What follows belongs to an exercise in optimizing a design on an open flow for small area, a short achievable clock period and few clock cycles; a production flow would make more cautious choices. Power figures rest on the tool's default switching activity, not on a simulated workload.

==> 07-09: inputs <==
==> flow/design.v (excerpt) <==
module usb_audio_unpack_volume (
  input  wire logic               clk,
  input  wire logic               rst_n,
  input  wire logic               in_valid,
  output logic                    in_stall,
  input  wire logic [7:0]         in_data_byte,
  input  wire logic               in_last_byte,
  output logic                    out_valid,
  input  wire logic               out_stall,
  output logic signed [31:0]      out_left_sample,
  output logic signed [31:0]      out_right_sample,
  output logic                    out_last_frame,
  input  wire logic               cfg_wr_en,
  input  wire logic [1:0]         cfg_index,
  input  wire logic [15:0]        cfg_data
);
export LEC_CHECK = 0
export CAP_MARGIN = 20
export CORE_MARGIN = 2
export CORE_UTILIZATION = 40
export SETUP_SLACK_MARGIN = 5
export SLEW_MARGIN = 20
create_clock -name core_clock -period 10.0 [get_ports {clk}]
standard.sh (not shown) runs the stock make flow with config.mk's settings and CLKGATE_MAP_FILE= SYNTH_SCRIPT=/design/flow/synth_recipe.tcl, a recipe that flattens the netlist after the stock synthesis.
==> flow/flow/run.sh <==
#!/bin/bash
set -euo pipefail
bash standard.sh SETUP_SLACK_MARGIN=7 finish > standard_make.log 2>&1
==> inputs of 05-26, as changes to 07-09 <==
--- a/flow/design.v
+++ b/flow/design.v
@@ -151,12 +151,12 @@
   output logic [31:0]               frm_left,
   output logic [31:0]               frm_right,
   output logic                      frm_last,
   output logic [1:0]                frm_res_l,    
   output logic [1:0]                frm_res_r,
-  output uavol_pkg::gain_t          frm_gain_l,
-  output uavol_pkg::gain_t          frm_gain_r
+  output logic [6:0]                idx_l,        
+  output logic [6:0]                idx_r
 );
   logic [1:0]  res_r, res_nxt;
   logic [6:0]  idx_l_r, idx_r_r;
   logic [6:0]  cfg_idx;
   logic [2:0]  byte_pos_r, byte_pos_nxt;
@@ -253,12 +253,12 @@
   assign frm_res_l  = held_res_r;
   assign frm_res_r  = res_r;
   assign frm_left   = held_left_r;
   assign frm_right  = w_sample;
   assign frm_last   = in_last_byte;
-  assign frm_gain_l = uavol_pkg::gain_table(idx_l_r);
-  assign frm_gain_r = uavol_pkg::gain_table(idx_r_r);
+  assign idx_l      = idx_l_r;
+  assign idx_r      = idx_r_r;
 endmodule
 `default_nettype wire
 `timescale 1ns / 1ps
 `default_nettype none
 module uavol_scale (
@@ -268,68 +268,81 @@
   input  wire logic [31:0]        frm_left,
   input  wire logic [31:0]        frm_right,
   input  wire logic               frm_last,
   input  wire logic [1:0]         frm_res_l,
   input  wire logic [1:0]         frm_res_r,
-  input  wire uavol_pkg::gain_t   frm_gain_l,
-  input  wire uavol_pkg::gain_t   frm_gain_r,
+  input  wire logic [6:0]         idx_l,
+  input  wire logic [6:0]         idx_r,
   output logic                    free_ahead,   
   output logic                    out_valid,
   input  wire logic               out_stall,
   output logic signed [31:0]      out_left_sample,
   output logic signed [31:0]      out_right_sample,
   output logic                    out_last_frame
 );
   logic                  full_r, full_nxt;
-  logic                  first_r;
-  logic [3:0]            rem_l_r, rem_l_nxt;    
-  logic [3:0]            rem_r_r, rem_r_nxt;
-  logic [32:0]           buf_l_r, buf_r_r;      
-  uavol_pkg::gain_t      gain_l_r, gain_r_r;
+  logic                  first_r;               
+  logic [2:0]            rem_l_r, rem_l_nxt;    
+  logic [2:0]            rem_r_r, rem_r_nxt;
+  logic [31:0]           buf_l_r, buf_r_r;
+  logic [6:0]            idx_r_r;               
+  uavol_pkg::gain_t      gain_r;                
+  logic [11:0]           dig_r;                 
   logic                  last_r;
   logic                  out_valid_r, out_valid_nxt;
-  logic [31:0]           acc_l_r, acc_r_r;
+  logic [31:0]           acc_r;
+  logic [31:0]           out_left_r;
   logic                  out_last_r;
   logic                  hold;
   logic                  step;
   logic                  step_l, step_r;
+  logic                  switch;
   logic                  done;
+  uavol_pkg::gain_t      rom_gain;
   function automatic logic [2:0] booth(input logic [2:0] b);
     booth = {b[2], (b[2] & ~b[1] & ~b[0]) | (~b[2] & b[1] & b[0]), b[1] ^ b[0]};
   endfunction
-  function automatic logic [5:0] booth2(input logic [4:0] w);
-    booth2 = {booth(w[4:2]), booth(w[2:0])};
+  function automatic logic [11:0] booth4(input logic [8:0] w);
+    booth4 = {booth(w[8:6]), booth(w[6:4]), booth(w[4:2]), booth(w[2:0])};
+  endfunction
+  function automatic logic [36:0] row(input logic [2:0] d, input uavol_pkg::gain_t g);
+    logic [30:0] m;
+    m   = ({31{d[0]}} & {1'b0, g}) | ({31{d[1]}} & {g, 1'b0});
+    row = {6'b0, m} ^ {37{d[2]}};
   endfunction
   function automatic logic [31:0] mac(input logic [31:0] acc, input logic first,
-                                      input logic [5:0] d, input uavol_pkg::gain_t g);
-    logic [32:0] sh, r0, r1, r1s, s, c;
-    logic [30:0] m0, m1;
-    logic [33:0] sum;
-    sh  = first ? 33'd0 : {{4{acc[31]}}, acc[31:3]};
-    m0  = ({31{d[0]}} & {1'b0, g}) | ({31{d[1]}} & {g, 1'b0});
-    m1  = ({31{d[3]}} & {1'b0, g}) | ({31{d[4]}} & {g, 1'b0});
-    r0  = {2'b0, m0} ^ {33{d[2]}};
-    r1  = {2'b0, m1} ^ {33{d[5]}};
-    r1s = {r1[30:0], d[5], d[5]};
-    s   = sh ^ r0 ^ r1s;
-    c   = (sh & r0) | (sh & r1s) | (r0 & r1s);
-    sum = {s, 1'b1} + {c[31:0], d[2], d[5]};
-    mac = sum[33:2];
+                                      input logic [11:0] d, input uavol_pkg::gain_t g);
+    logic [36:0] sh, r0, r1, r2, r3, s1, c1, s2, c2, s3, c3;
+    logic [37:0] sum;
+    sh  = first ? 37'd0 : {{8{acc[31]}}, acc[31:3]};
+    r0  = row(d[2:0], g);
+    r1  = {row(d[5:3], g), {2{d[5]}}};
+    r2  = {row(d[8:6], g), {4{d[8]}}};
+    r3  = {row(d[11:9], g), {6{d[11]}}};
+    s1  = sh ^ r0 ^ r1;
+    c1  = {(sh & r0 | sh & r1 | r0 & r1), d[2]};
+    s2  = s1 ^ c1 ^ r2;
+    c2  = {(s1 & c1 | s1 & r2 | c1 & r2), d[5]};
+    s3  = s2 ^ c2 ^ r3;
+    c3  = {(s2 & c2 | s2 & r3 | c2 & r3), d[8]};
+    sum = {s3, 1'b1} + {c3, d[11]};
+    mac = sum[37:6];
   endfunction
-  logic [5:0] dig_l_r, dig_r_r;    
   assign hold   = out_valid_r && out_stall;
   assign step   = full_r && !hold;
-  assign step_l = step && rem_l_r != 4'd0;
-  assign step_r = step && rem_r_r != 4'd0;
-  assign done   = step && rem_l_r[3:1] == 3'd0 && rem_r_r[3:1] == 3'd0;
+  assign step_l = step && rem_l_r != 3'd0;
+  assign step_r = step && rem_l_r == 3'd0;
+  assign switch = step_l && rem_l_r == 3'd1;
+  assign done   = step_r && rem_r_r == 3'd1;
   always_comb begin
     full_nxt      = load || (full_r && !done);
-    rem_l_nxt     = load ? {1'b0, frm_res_l, 1'b0} + 4'd4 : (step_l ? rem_l_r - 4'd1 : rem_l_r);
-    rem_r_nxt     = load ? {1'b0, frm_res_r, 1'b0} + 4'd4 : (step_r ? rem_r_r - 4'd1 : rem_r_r);
+    rem_l_nxt     = load ? {1'b0, frm_res_l} + 3'd2 : (step_l ? rem_l_r - 3'd1 : rem_l_r);
+    rem_r_nxt     = load ? {1'b0, frm_res_r} + 3'd2 : (step_r ? rem_r_r - 3'd1 : rem_r_r);
     out_valid_nxt = done || hold;
   end
-  assign free_ahead = !full_nxt || (rem_l_nxt[3:1] == 3'd0 && rem_r_nxt[3:1] == 3'd0 && !out_valid_nxt);
+  assign free_ahead = !full_nxt || (rem_l_nxt == 3'd0 && rem_r_nxt[2:1] == 2'd0 && !out_valid_nxt);
+  assign rom_gain = uavol_pkg::gain_table(load ? idx_l : idx_r_r);
   always_ff @(posedge clk) begin
     if (!rst_n) begin
       full_r      <= 1'b0;
       out_valid_r <= 1'b0;
     end else begin
@@ -339,38 +352,32 @@
   end
   always_ff @(posedge clk) begin
     rem_l_r <= rem_l_nxt;
     rem_r_r <= rem_r_nxt;
     if (load) begin
-      first_r  <= 1'b1;
-      gain_l_r <= frm_gain_l;
-      gain_r_r <= frm_gain_r;
-      last_r   <= frm_last;
-    end else if (step) begin
-      first_r  <= 1'b0;
-    end
-    if (load) begin
-      buf_l_r <= {frm_left, 1'b0};
-      dig_l_r <= booth2({frm_left[3:0], 1'b0});
-    end else if (step_l) begin
-      buf_l_r <= {4'd0, buf_l_r[32:4]};
-      dig_l_r <= booth2(buf_l_r[8:4]);
-    end
-    if (step_l) acc_l_r <= mac(acc_l_r, first_r, dig_l_r, gain_l_r);
-    if (load) begin
-      buf_r_r <= {frm_right, 1'b0};
-      dig_r_r <= booth2({frm_right[3:0], 1'b0});
-    end else if (step_r) begin
-      buf_r_r <= {4'd0, buf_r_r[32:4]};
-      dig_r_r <= booth2(buf_r_r[8:4]);
+      buf_l_r <= frm_left;
+      buf_r_r <= frm_right;
+      idx_r_r <= idx_r;
+      last_r  <= frm_last;
+    end else begin
+      if (step_l) buf_l_r <= {8'd0, buf_l_r[31:8]};
+      if (step_r) buf_r_r <= {8'd0, buf_r_r[31:8]};
     end
-    if (step_r) acc_r_r <= mac(acc_r_r, first_r, dig_r_r, gain_r_r);
+    if (load || switch) gain_r <= rom_gain;
+    if (load)        dig_r <= booth4({frm_left[7:0], 1'b0});
+    else if (switch) dig_r <= booth4({buf_r_r[7:0], 1'b0});
+    else if (step_l) dig_r <= booth4(buf_l_r[15:7]);
+    else if (step_r) dig_r <= booth4(buf_r_r[15:7]);
+    if (load || switch) first_r <= 1'b1;
+    else if (step)      first_r <= 1'b0;
+    if (step) acc_r <= mac(acc_r, first_r, dig_r, gain_r);
+    if (step_r && first_r) out_left_r <= acc_r;
     if (done) out_last_r <= last_r;
   end
   assign out_valid        = out_valid_r;
-  assign out_left_sample  = acc_l_r;
-  assign out_right_sample = acc_r_r;
+  assign out_left_sample  = out_left_r;
+  assign out_right_sample = acc_r;
   assign out_last_frame   = out_last_r;
 endmodule
 `default_nettype wire
 `timescale 1ns / 1ps
 `default_nettype none
@@ -397,12 +404,12 @@
   logic [31:0]      frm_left;
   logic [31:0]      frm_right;
   logic             frm_last;
   logic [1:0]       frm_res_l;
   logic [1:0]       frm_res_r;
-  uavol_pkg::gain_t frm_gain_l;
-  uavol_pkg::gain_t frm_gain_r;
+  logic [6:0]       idx_l;
+  logic [6:0]       idx_r;
   always_ff @(posedge clk) begin
     if (!rst_n) begin
       in_stall_r <= 1'b0;
     end else begin
       in_stall_r <= emit_ahead && !free_ahead;
@@ -424,24 +431,24 @@
     .frm_left     (frm_left),
     .frm_right    (frm_right),
     .frm_last     (frm_last),
     .frm_res_l    (frm_res_l),
     .frm_res_r    (frm_res_r),
-    .frm_gain_l   (frm_gain_l),
-    .frm_gain_r   (frm_gain_r)
+    .idx_l        (idx_l),
+    .idx_r        (idx_r)
   );
   uavol_scale u_scale (
     .clk              (clk),
     .rst_n            (rst_n),
     .load             (emit),
     .frm_left         (frm_left),
     .frm_right        (frm_right),
     .frm_last         (frm_last),
     .frm_res_l        (frm_res_l),
     .frm_res_r        (frm_res_r),
-    .frm_gain_l       (frm_gain_l),
-    .frm_gain_r       (frm_gain_r),
+    .idx_l            (idx_l),
+    .idx_r            (idx_r),
     .free_ahead       (free_ahead),
     .out_valid        (out_valid),
     .out_stall        (out_stall),
     .out_left_sample  (out_left_sample),
     .out_right_sample (out_right_sample),
==> flow/run.sh (new file) <==
#!/bin/bash
# synth_recipe.tcl (not shown) runs the flow's synth.tcl, then flattens the netlist and writes it again
# the make line also repeats each setting of config.mk as NAME=value (left out here)
make -C /OpenROAD-flow-scripts/flow DESIGN_CONFIG=/design/flow/config.mk WORK_HOME=/design/flow/orfs CLKGATE_MAP_FILE= SYNTH_SCRIPT=/design/flow/synth_recipe.tcl finish
removed: flow/flow/run.sh
removed: flow/standard.sh
==> notes.md <==
* Sequential power at 1.26 mW
* Worst Path Max Fanout at 65
* Yosys top cell area share at 24.7%
* Initial cell density of the core at 40.7%
* CP max stage delay at 0.55 ns
* Power per cell area at 178 nW/um^2
* M3 GR Usage at 3.78%
* Initial antenna violation count at 1
* Setup WS post-layout at 5.05 ns
* Status: no timing/DRC/antenna violations
* Adder-cell share of the synthesized area at 14.6%
* CTS Buf Count at 30
* DR WL met2 at 29500 um
* Area growth from synthesis to layout at 15.8%
That was 05-26.
==> notes.md <==
* Status: no timing/DRC/antenna violations
* Initial antenna violation count at 3
* Sequential power at 1.36 mW
* Yosys top cell area share at 24.1%
* Initial cell density of the core at 40.3%
* Worst Path Max Fanout at 8
* Adder-cell share of the synthesized area at 11.7%
* CP max stage delay at 0.57 ns
* DR WL met2 at 48600 um
That was 07-09.
Function was not checked in any run of this note: the RTL went through the layout flow alone.

---

==> exp/umber: inputs <==
Another version of the RTL of usb_audio_unpack_volume (not shown whole).
Settings: LEC_CHECK=0, CAP_MARGIN=20, CORE_MARGIN=2, CORE_UTILIZATION=40, SETUP_SLACK_MARGIN=5, SLEW_MARGIN=20; clock period 10.0 ns.
==> flow/flow/run.sh <==
#!/bin/bash
set -euo pipefail
bash standard.sh SETUP_SLACK_MARGIN=6.5 finish > standard_make.log 2>&1
==> exp/maple (differences from exp/umber) <==
--- a/flow/design.v
+++ b/flow/design.v
@@ -308,12 +308,13 @@
   logic [31:0]           buf_r_r;
   logic [6:0]            idx_r_r;               
   uavol_pkg::gain_t      gain_r;                
   logic [11:0]           dig_r;                 
   logic                  last_r;
   logic                  out_valid_r, out_valid_nxt;
+  logic [31:0]           acc_r;
   logic [31:0]           out_left_r;
   logic                  out_last_r;
   logic                  hold;
   logic                  step;
   logic                  step_l, step_r;
   logic                  switch;
@@ -323,58 +324,46 @@
   function automatic logic [2:0] booth(input logic [2:0] b);
     booth = {b[2], (b[2] & ~b[1] & ~b[0]) | (~b[2] & b[1] & b[0]), b[1] ^ b[0]};
   endfunction
   function automatic logic [11:0] booth4(input logic [8:0] w);
     booth4 = {booth(w[8:6]), booth(w[6:4]), booth(w[4:2]), booth(w[2:0])};
   endfunction
-  function automatic logic [31:0] urow(input logic [2:0] d, input uavol_pkg::gain_t g);
+  function automatic logic [36:0] row(input logic [2:0] d, input uavol_pkg::gain_t g);
     logic [30:0] m;
-    m    = ({31{d[0]}} & {1'b0, g}) | ({31{d[1]}} & {g, 1'b0});
-    urow = {~d[2], m ^ {31{d[2]}}};
+    m   = ({31{d[0]}} & {1'b0, g}) | ({31{d[1]}} & {g, 1'b0});
+    row = {6'b0, m} ^ {37{d[2]}};
   endfunction
-  function automatic logic [79:0] mac(input logic [39:0] s, input logic [39:0] c,
-                                      input logic n3, input logic first,
+  function automatic logic [31:0] mac(input logic [31:0] acc, input logic first,
                                       input logic [11:0] d, input uavol_pkg::gain_t g);
-    logic [39:0] sh, ch, u0, u1, u2, u3, s1a, c1a, s1b, c1b, s2, c2, so, co;
-    logic [9:0]  low;
-    logic [1:0]  c8;
-    low = {2'b0, s[7:0]} + {2'b0, c[7:0]} + {3'b0, n3, 6'b0};
-    c8  = first ? 2'b0 : low[9:8];
-    sh  = first ? 40'h0080000000 : {8'b0, s[39:8]};
-    ch  = first ? 40'h0 : {8'b0, c[39:8]};
-    u0  = {8'b01010101, urow(d[2:0], g)};
-    u1  = {6'b0, urow(d[5:3], g), c8[1], d[2]};
-    u2  = {4'b0, urow(d[8:6], g), 1'b0, d[5], 2'b0};
-    u3  = {2'b0, urow(d[11:9], g), 1'b0, d[8], 4'b0};
-    s1a = u0 ^ u1 ^ u2;
-    c1a = {(u0[38:0] & u1[38:0] | u0[38:0] & u2[38:0] | u1[38:0] & u2[38:0]), c8[0]};
-    s1b = u3 ^ sh ^ ch;
-    c1b = {(u3[38:0] & sh[38:0] | u3[38:0] & ch[38:0] | sh[38:0] & ch[38:0]), 1'b0};
-    s2  = s1a ^ c1a ^ s1b;
-    c2  = {(s1a[38:0] & c1a[38:0] | s1a[38:0] & s1b[38:0] | c1a[38:0] & s1b[38:0]), 1'b0};
-    so  = s2 ^ c2 ^ c1b;
-    co  = {(s2[38:0] & c2[38:0] | s2[38:0] & c1b[38:0] | c2[38:0] & c1b[38:0]), 1'b0};
-    mac = {so, co};
+    logic [36:0] sh, r0, r1, r2, r3, s1, c1, s2, c2, s3, c3;
+    logic [37:0] sum;
+    sh  = first ? 37'd0 : {{8{acc[31]}}, acc[31:3]};
+    r0  = row(d[2:0], g);
+    r1  = {row(d[5:3], g), {2{d[5]}}};
+    r2  = {row(d[8:6], g), {4{d[8]}}};
+    r3  = {row(d[11:9], g), {6{d[11]}}};
+    s1  = sh ^ r0 ^ r1;
+    c1  = {(sh & r0 | sh & r1 | r0 & r1), d[2]};
+    s2  = s1 ^ c1 ^ r2;
+    c2  = {(s1 & c1 | s1 & r2 | c1 & r2), d[5]};
+    s3  = s2 ^ c2 ^ r3;
+    c3  = {(s2 & c2 | s2 & r3 | c2 & r3), d[8]};
+    sum = {s3, 1'b1} + {c3, d[11]};
+    mac = sum[37:6];
   endfunction
-  logic [39:0] sum_r, car_r;        
-  logic        n3_r;
-  logic        pend_l_r, pend_r_r;   
-  logic [31:0] out_right_r;
-  logic [36:0] result;
-  assign result = sum_r[36:0] + car_r[36:0] + {30'd0, n3_r, 6'd0};
   assign hold   = out_valid_r && out_stall;
   assign step   = full_r && !hold;
   assign step_l = step && rem_l_r != 3'd0;
   assign step_r = step && rem_l_r == 3'd0;
   assign switch = step_l && rem_l_r == 3'd1;
   assign done   = step_r && rem_r_r == 3'd1;
   always_comb begin
     full_nxt      = load || (full_r && !done);
     rem_l_nxt     = load ? {1'b0, frm_res_l} + 3'd2 : (step_l ? rem_l_r - 3'd1 : rem_l_r);
     rem_r_nxt     = load ? {1'b0, frm_res_r} + 3'd2 : (step_r ? rem_r_r - 3'd1 : rem_r_r);
-    out_valid_nxt = pend_r_r || hold;
+    out_valid_nxt = done || hold;
   end
   assign free_ahead      = !full_nxt || (rem_l_nxt == 3'd0 && rem_r_nxt[2:1] == 2'd0 && !out_valid_nxt);
   assign held_free_ahead = !full_nxt || rem_l_nxt[2:1] == 2'd0 || (rem_l_nxt == 3'd2 && !out_valid_nxt);
   always_comb begin
     case (pos_l_r)
       2'd1:    left_window = frm_left[15:7];
@@ -384,21 +373,15 @@
   end
   assign rom_gain = uavol_pkg::gain_table((full_r && rem_l_r == 3'd1) ? idx_r_r : idx_l);
   always_ff @(posedge clk) begin
     if (!rst_n) begin
       full_r      <= 1'b0;
       out_valid_r <= 1'b0;
-      pend_l_r    <= 1'b0;
-      pend_r_r    <= 1'b0;
     end else begin
       full_r      <= full_nxt;
       out_valid_r <= out_valid_nxt;
-      if (!hold) begin
-        pend_l_r <= switch;
-        pend_r_r <= done;
-      end
     end
   end
   always_ff @(posedge clk) begin
     rem_l_r <= rem_l_nxt;
     rem_r_r <= rem_r_nxt;
     if (load) begin
@@ -414,23 +397,19 @@
     if (load)        dig_r <= booth4({frm_left[7:0], 1'b0});
     else if (switch) dig_r <= booth4({buf_r_r[7:0], 1'b0});
     else if (step_l) dig_r <= booth4(left_window);
     else if (step_r) dig_r <= booth4(buf_r_r[15:7]);
     if (load || switch) first_r <= 1'b1;
     else if (step)      first_r <= 1'b0;
-    if (step) begin
-      {sum_r, car_r} <= mac(sum_r, car_r, n3_r, first_r, dig_r, gain_r);
-      n3_r           <= dig_r[11];
-    end
-    if (pend_l_r && !hold) out_left_r  <= result[36:5];
-    if (pend_r_r && !hold) out_right_r <= result[36:5];
+    if (step) acc_r <= mac(acc_r, first_r, dig_r, gain_r);
+    if (step_r && first_r) out_left_r <= acc_r;
     if (done) out_last_r <= last_r;
   end
   assign out_valid        = out_valid_r;
   assign out_left_sample  = out_left_r;
-  assign out_right_sample = out_right_r;
+  assign out_right_sample = acc_r;
   assign out_last_frame   = out_last_r;
 endmodule
 `default_nettype wire
 `timescale 1ns / 1ps
 `default_nettype none
 module usb_audio_unpack_volume (
==> flow/run.sh (new file) <==
#!/bin/bash
# synth_recipe.tcl (not shown) runs the flow's synth.tcl, then flattens the netlist and writes it again
# the make line also repeats each setting of config.mk as NAME=value (left out here)
make -C /OpenROAD-flow-scripts/flow DESIGN_CONFIG=/design/flow/config.mk WORK_HOME=/design/flow/orfs CLKGATE_MAP_FILE= SYNTH_SCRIPT=/design/flow/synth_recipe.tcl finish
CORE_UTILIZATION = 80   (was 40)
PLACE_DENSITY = 0.88   (was default)
removed: flow/flow/run.sh
removed: flow/standard.sh
==> impl_metrics.json <==
{
  "uppermost_routed_layer": "met4",
  "cp-startpoint": "cfg_data[2]",
  "multi_input_area_um2": 14100,
  "post_cts.repair.setup_buffers": 17,
  "parity_gate_share_of_the_synthesized_area_counting_xor_and_xnor_cells": 0.06676,
  "outcome": "complete, no violations",
  "n_all_inverters": 173,
  "power.net_switching_mw": 0.7747,
  "post-route-util": 0.4749,
  "multi_input_comb_cells": 1830,
  "synth_top_area_frac": 0.2839,
  "dieArea_um2": 60660,
  "number_of_nets_with_antenna_violations_after_routing": 0,
  "layout.cells.largest_class": "multi-input combinational cells"
}
-- figures above: exp/umber

==> impl_metrics.json <==
{
  "outcome": "did not finish",
  "haltStage": "global routing",
  "tool.error": "[ERROR GRT-0232] Routing congestion too high. Check the congestion heatmap in the GUI.",
  "synth-seq-area-share": 0.3140,
  "parity_gate_share_of_the_synthesized_area_counting_xor_and_xnor_cells": 0.07491,
  "global_route.overflow_total": 48,
  "synth_top_area_frac": 0.2199,
  "post_synth_instance_area_um2": 20210,
  "post_cts.repair.setup_buffers": 22
}
-- figures above: exp/maple

Function was not checked in any run of this note: the RTL went through the layout flow alone.

==> port drivers added, routing unchanged <==
The results above use ideal ports. As a check the final layouts listed here were re-extracted and re-timed, cells and wires unchanged. Step 1 (the two cells are an assumption about what drives the block):
set clk [get_ports {clk}]
set_driving_cell -lib_cell sky130_fd_sc_hd__clkbuf_16 $clk
set_driving_cell -lib_cell sky130_fd_sc_hd__buf_2 [delete_from_list [all_inputs] $clk]
Step 2, shift: input delay + t, output delay - t, t = (earliest + latest rising clock arrival at the registers) / 2. This alone moves slack from input paths to output paths. Slacks: ideal / step 1 / step 2; pairs: ideal / step 1.
| run | t, ns | slack for setup (ns) | worst setup path at the end | clock arrival spread, ns | cell pins on the clock port's net |
|---|---|---|---|---|---|
| 07-09 | 0.610 | 5.717 / 5.747 / 5.137 | input to register | 0.022 / 0.022 | 1 |
| 05-26 | 0.657 | 5.049 / 5.084 / 4.428 | input to register | 0.014 / 0.013 | 1 |
| exp/umber | 0.625 | 6.057 / 6.085 / 5.460 | input to register | 0.046 / 0.046 | 1 |
After both steps every run listed still meets setup and hold. The setup slack of 05-26, which loses most, moves by +0.035 ns with the drivers and by -0.621 ns with both steps.
